From an optimization exercise on the open Yosys and OpenROAD flow, aimed at small area; shortcuts taken in it are not production practice. Function was checked by simulation only, so behaviour that the tests miss may differ from the original. Power and IR drop assume default switching activity.

## onyx
// umi_packet_merge_multi
module umi_packet_merge_multi #(
  parameter int CW      = 32,
  parameter int AW      = 64,
  parameter int IDW     = 64,
  parameter int ODW     = 256,
  parameter int TIMEOUT = 16
) (
  input  logic           clk,
  input  logic           reset,
  input  logic           flush,
  input  logic           umi_in_valid,
  input  logic [CW-1:0]  umi_in_cmd,
  input  logic [AW-1:0]  umi_in_dstaddr,
  input  logic [AW-1:0]  umi_in_srcaddr,
  input  logic [IDW-1:0] umi_in_data,
  output logic           umi_in_ready,
  output logic           umi_out_valid,
  output logic [CW-1:0]  umi_out_cmd,
  output logic [AW-1:0]  umi_out_dstaddr,
  output logic [AW-1:0]  umi_out_srcaddr,
  output logic [ODW-1:0] umi_out_data,
  input  logic           umi_out_ready,
  output logic           busy
);
For scale: ~1700 cells after synthesis, about 0.020 mm² of cells after synthesis.
clock: 12.0 ns
lec_check: 0
cap_margin: 20
core_margin: 2
core_utilization: 75
cts_buf_list: sky130_fd_sc_hd__clkbuf_4
cts_cluster_diameter: 50
cts_cluster_size: 8
slew_margin: 20
synth_hierarchical: 1
synth_minimum_keep_size: 0
standard.sh (not shown) runs the stock make flow with config.mk's settings and CLKGATE_MAP_FILE= SYNTH_SCRIPT=/design/flow/synth_recipe.tcl, a recipe that flattens the netlist after the stock synthesis.
==> flow/flow/run.sh <==
#!/bin/bash
# Standard layout, with plain buf_1 cells as the port buffers and a clock
# tree of small clusters of clkbuf_4 built without dummy loads.
set -e
cp standard.sh standard_sh_copy.log
export BUFFER_PORTS_ARGS="-buffer_cell sky130_fd_sc_hd__buf_1"
export CTS_ARGS="-sink_clustering_enable -repair_clock_nets -dont_use_dummy_load -buf_list {sky130_fd_sc_hd__clkbuf_4} -sink_clustering_size 8 -sink_clustering_max_diameter 50"
bash standard.sh > standard.log 2>&1
onyx did not run to completion, as it errored out during I/O pin placement.
What xenon does differently from onyx at the input level:
Settings: an added DIE_AREA of 0 0 320 130; a deleted CORE_UTILIZATION that had been 75; a deleted CORE_MARGIN that had been 2; an added CORE_AREA of 4 4 316 126.
Findings:
- Having completed the whole flow, xenon delivered a layout that passed the timing, design-rule and antenna checks.
- xenon -> onyx: synthesized area delta 0, exact match
- Taking onyx over xenon, the vertical extent of the die ratio works out to 1.3.
- Higher starting utilization of the core area was reported by onyx, not xenon.
- Taking onyx as the reference, in xenon synthesized cell count flat, number of rows created at floorplan now smaller.
Input changes introduced in ember (baseline for comparison: xenon):
Settings: DIE_AREA changed from 0 0 320 130 to 0 0 226 226; CORE_AREA changed from 4 4 316 126 to 4 4 222 222.
Findings:
For the total placed instance area, ember came in 0.63% higher than xenon did.
On worst voltage drop across the vdd grid, the higher figure sits with ember, not xenon.
Relative to xenon, final cell count has gone up in ember.
For xenon, the cell with the largest stage delay on the worst path was sky130_fd_sc_hd__xor2_1, unlike ember, where it was sky130_fd_sc_hd__xor2_2.


## cedar
The RTL this note starts from:
==> flow/design.v <==
module umi_merge_addr_eq (
  input  logic [63:0] a,
  input  logic [63:0] q,
  input  logic [4:0]  cnt,
  output logic        eq
);
  logic [5:0]  lo;
  logic [63:5] cy;
  logic [7:0]  blk;    
  assign lo = {1'b0, q[4:0]} + {1'b0, cnt};
  always_comb begin
    blk[0] = lo[5];
    for (int k = 1; k < 8; k++)
      blk[k] = blk[k-1] & (&q[5+8*(k-1) +: 8]);
    for (int i = 5; i < 64; i++) begin
      if ((i - 5) % 8 == 0) cy[i] = blk[(i-5)/8];
      else                  cy[i] = cy[i-1] & q[i-1];
    end
  end
  assign eq = (a == {q[63:5] ^ cy, lo[4:0]});
endmodule
module umi_merge_rot (
  input  logic [63:0] d,
  input  logic [2:0]  b,
  output logic [63:0] r
);
  logic [63:0] r1, r2;
  assign r1 = b[0] ? {d[55:0],  d[63:56]} : d;
  assign r2 = b[1] ? {r1[47:0], r1[63:48]} : r1;
  assign r  = b[2] ? {r2[31:0], r2[63:32]} : r2;
endmodule
module umi_merge_dnext (
  input  logic [31:0]  wr,
  input  logic [31:0]  hold,
  input  logic [63:0]  rot,
  input  logic [255:0] q,
  output logic [255:0] d
);
  always_comb begin
    for (int j = 0; j < 32; j++)
      d[j*8 +: 8] = ({8{wr[j]}} & rot[(j%8)*8 +: 8]) | ({8{hold[j]}} & q[j*8 +: 8]);
  end
endmodule
module umi_packet_merge_multi #(
  parameter int CW      = 32,
  parameter int AW      = 64,
  parameter int IDW     = 64,
  parameter int ODW     = 256,
  parameter int TIMEOUT = 16
) (
  input  logic           clk,
  input  logic           reset,
  input  logic           flush,
  input  logic           umi_in_valid,
  input  logic [CW-1:0]  umi_in_cmd,
  input  logic [AW-1:0]  umi_in_dstaddr,
  input  logic [AW-1:0]  umi_in_srcaddr,
  input  logic [IDW-1:0] umi_in_data,
  output logic           umi_in_ready,
  output logic           umi_out_valid,
  output logic [CW-1:0]  umi_out_cmd,
  output logic [AW-1:0]  umi_out_dstaddr,
  output logic [AW-1:0]  umi_out_srcaddr,
  output logic [ODW-1:0] umi_out_data,
  input  logic           umi_out_ready,
  output logic           busy
);
  localparam int OB = ODW / 8;    
  logic           busy_q, full_q;
  logic [8:0]     hi_q;      
  logic           eom_q;     
  logic [5:0]     mid_q;     
  logic [7:0]     lo_q;      
  logic [4:0]     cm1_q;     
  logic [AW-1:0]  dst_q, src_q;
  logic [ODW-1:0] data_q;
  logic accum;
  assign accum = busy_q & ~full_q;
  logic [2:0] bm1;
  logic       in_eom, in_mergeable;
  always_comb begin
    case (umi_in_cmd[6:5])
      2'd0:    bm1 = umi_in_cmd[10:8];
      2'd1:    bm1 = {umi_in_cmd[9:8], 1'b1};
      2'd2:    bm1 = {umi_in_cmd[8], 2'b11};
      default: bm1 = 3'b111;
    endcase
  end
  assign in_eom       = umi_in_cmd[22];
  assign in_mergeable = ~umi_in_cmd[24] &
                        ((umi_in_cmd[4:0] == 5'h01) | (umi_in_cmd[4:0] == 5'h02) |
                         (umi_in_cmd[4:0] == 5'h03) | (umi_in_cmd[4:0] == 5'h04) |
                         (umi_in_cmd[4:0] == 5'h05) | (umi_in_cmd[4:0] == 5'h07));
  logic [4:0] cnt;
  logic [5:0] sum;
  logic       fields_eq, dst_eq, src_eq, fits, match;
  assign cnt  = cm1_q + 5'd1;
  assign sum  = {1'b0, cm1_q} + {3'b000, bm1} + 6'd1;    
  assign fits = ~sum[5];
  assign fields_eq = (umi_in_cmd[31:23] == hi_q) &
                     (umi_in_cmd[21:16] == mid_q) &
                     (umi_in_cmd[7:0]   == lo_q);
  umi_merge_addr_eq u_dst_eq (.a(umi_in_dstaddr), .q(dst_q), .cnt(cnt), .eq(dst_eq));
  umi_merge_addr_eq u_src_eq (.a(umi_in_srcaddr), .q(src_q), .cnt(cnt), .eq(src_eq));
  assign match = fields_eq & dst_eq & src_eq & fits;
  logic load, absorb, take;
  assign load   = umi_in_valid & (~busy_q | (full_q & umi_out_ready));
  assign absorb = umi_in_valid & accum & match & ~flush;
  assign take   = load | absorb;
  assign umi_in_ready = ~reset & (~busy_q | (full_q ? umi_out_ready : (match & ~flush)));
  logic [4:0]     off, last;
  logic [IDW-1:0] rot;
  logic [OB-1:0]  wr, hold;
  logic [ODW-1:0] data_d;
  assign off  = accum ? cnt : 5'd0;
  assign last = off + {2'b00, bm1};
  umi_merge_rot u_rot (.d(umi_in_data), .b(off[2:0]), .r(rot));
  always_comb begin
    for (int j = 0; j < OB; j++) begin
      wr[j]   = take & (5'(j) >= off) & (5'(j) <= last);
      hold[j] = ~load & ~wr[j];
    end
  end
  umi_merge_dnext u_dnext (.wr(wr), .hold(hold), .rot(rot), .q(data_q), .d(data_d));
  always_ff @(posedge clk or posedge reset) begin
    if (reset) begin
      busy_q <= 1'b0;
      full_q <= 1'b0;
    end else if (load) begin
      busy_q <= 1'b1;
      full_q <= in_eom | ~in_mergeable;
    end else if (absorb) begin
      full_q <= in_eom | (sum[4:0] == 5'd31);
    end else if (accum) begin
      if (umi_in_valid | flush) full_q <= 1'b1;
    end else if (full_q & umi_out_ready) begin
      busy_q <= 1'b0;
      full_q <= 1'b0;
    end
  end
  always_ff @(posedge clk) begin
    if (load) begin
      hi_q  <= umi_in_cmd[31:23];
      mid_q <= umi_in_cmd[21:16];
      lo_q  <= umi_in_cmd[7:0];
      dst_q <= umi_in_dstaddr;
      src_q <= umi_in_srcaddr;
    end
    if (take) eom_q <= in_eom;
    if (load)        cm1_q <= {2'b00, bm1};
    else if (absorb) cm1_q <= sum[4:0];
    data_q <= data_d;
  end
  logic [4:0] len;
  assign len = cm1_q >> lo_q[6:5];
  assign umi_out_valid   = full_q;
  assign busy            = busy_q;
  assign umi_out_cmd     = {hi_q, eom_q, mid_q, 3'b000, len, lo_q};
  assign umi_out_dstaddr = dst_q;
  assign umi_out_srcaddr = src_q;
  assign umi_out_data    = data_q;
endmodule
Settings: LEC_CHECK=0, CAP_MARGIN=20, CORE_MARGIN=2, CORE_UTILIZATION=65, CTS_BUF_LIST=sky130_fd_sc_hd__clkbuf_4 sky130_fd_sc_hd__clkbuf_8, SLEW_MARGIN=20, SYNTH_HIERARCHICAL=1, SYNTH_MINIMUM_KEEP_SIZE=0; clock period 12.0 ns.
==> flow/flow/run.sh <==
#!/bin/bash
# Standard layout, with plain buf_1 cells as the port buffers and a clock
# tree built without dummy loads.
set -e
cp standard.sh standard_sh_copy.log
export BUFFER_PORTS_ARGS="-buffer_cell sky130_fd_sc_hd__buf_1"
export CTS_ARGS="-sink_clustering_enable -repair_clock_nets -dont_use_dummy_load -buf_list {sky130_fd_sc_hd__clkbuf_4 sky130_fd_sc_hd__clkbuf_8}"
bash standard.sh > standard.log 2>&1
cedar did not stop at any stage, and its layout met the timing, design-rule and antenna checks.
Input changes introduced in juniper (baseline for comparison: cedar):
Settings: CORE_UTILIZATION changed from 65 to 55.
==> flow/flow/run.sh <==
#!/bin/bash
# Standard layout, with plain buf_1 cells as the port buffers.
set -e
cp standard.sh standard_sh_copy.log
export BUFFER_PORTS_ARGS="-buffer_cell sky130_fd_sc_hd__buf_1"
bash standard.sh > standard.log 2>&1
Delta (juniper minus cedar): met3 wire length went down by 630 um, aggregate routed wire length was more or less identical.
cedar has a higher combinational share of power than juniper.
Taking cedar as the reference, in juniper global-route usage lower; synthesized netlist cell count roughly the same; met1 routing resource usage after global routing lower; layout overhead on the synthesized area higher.
Between cedar and juniper, the flow reports number of fill cells increasing by more than a quarter.
Sort cedar and juniper by total power desc -> top: juniper

==> re-timing with driven ports <==
In the flow no input, the clock included, has a driving cell. The finished layouts below were timed again as built, in two steps. Step 1 (the two cells are an assumption about what drives the block):
set clk [get_ports {clk}]
set_driving_cell -lib_cell sky130_fd_sc_hd__clkbuf_16 $clk
set_driving_cell -lib_cell sky130_fd_sc_hd__buf_2 [delete_from_list [all_inputs] $clk]
Step 2 moves the port delays by t, midway between the first and last clock arrival at a register: inputs arrive t later, outputs are due t later. That takes back most of the time a late clock gives input paths. Three values: ideal, step 1, step 2; two values: the first two.
run	t, ns	setup WS [ns]	slew at the worst register clock pin (ns)	pins driven straight from the clock port
xenon	0.818	2.098 / 2.044 / 2.862	0.12 / 0.12	1
ember	0.822	1.932 / 1.880 / 2.702	0.10 / 0.10	1
cedar	0.615	1.908 / 1.861 / 2.476	0.06 / 0.06	1
juniper	0.686	1.923 / 1.869 / 2.556	0.07 / 0.07	1
After both steps setup and hold are still met in every run listed.
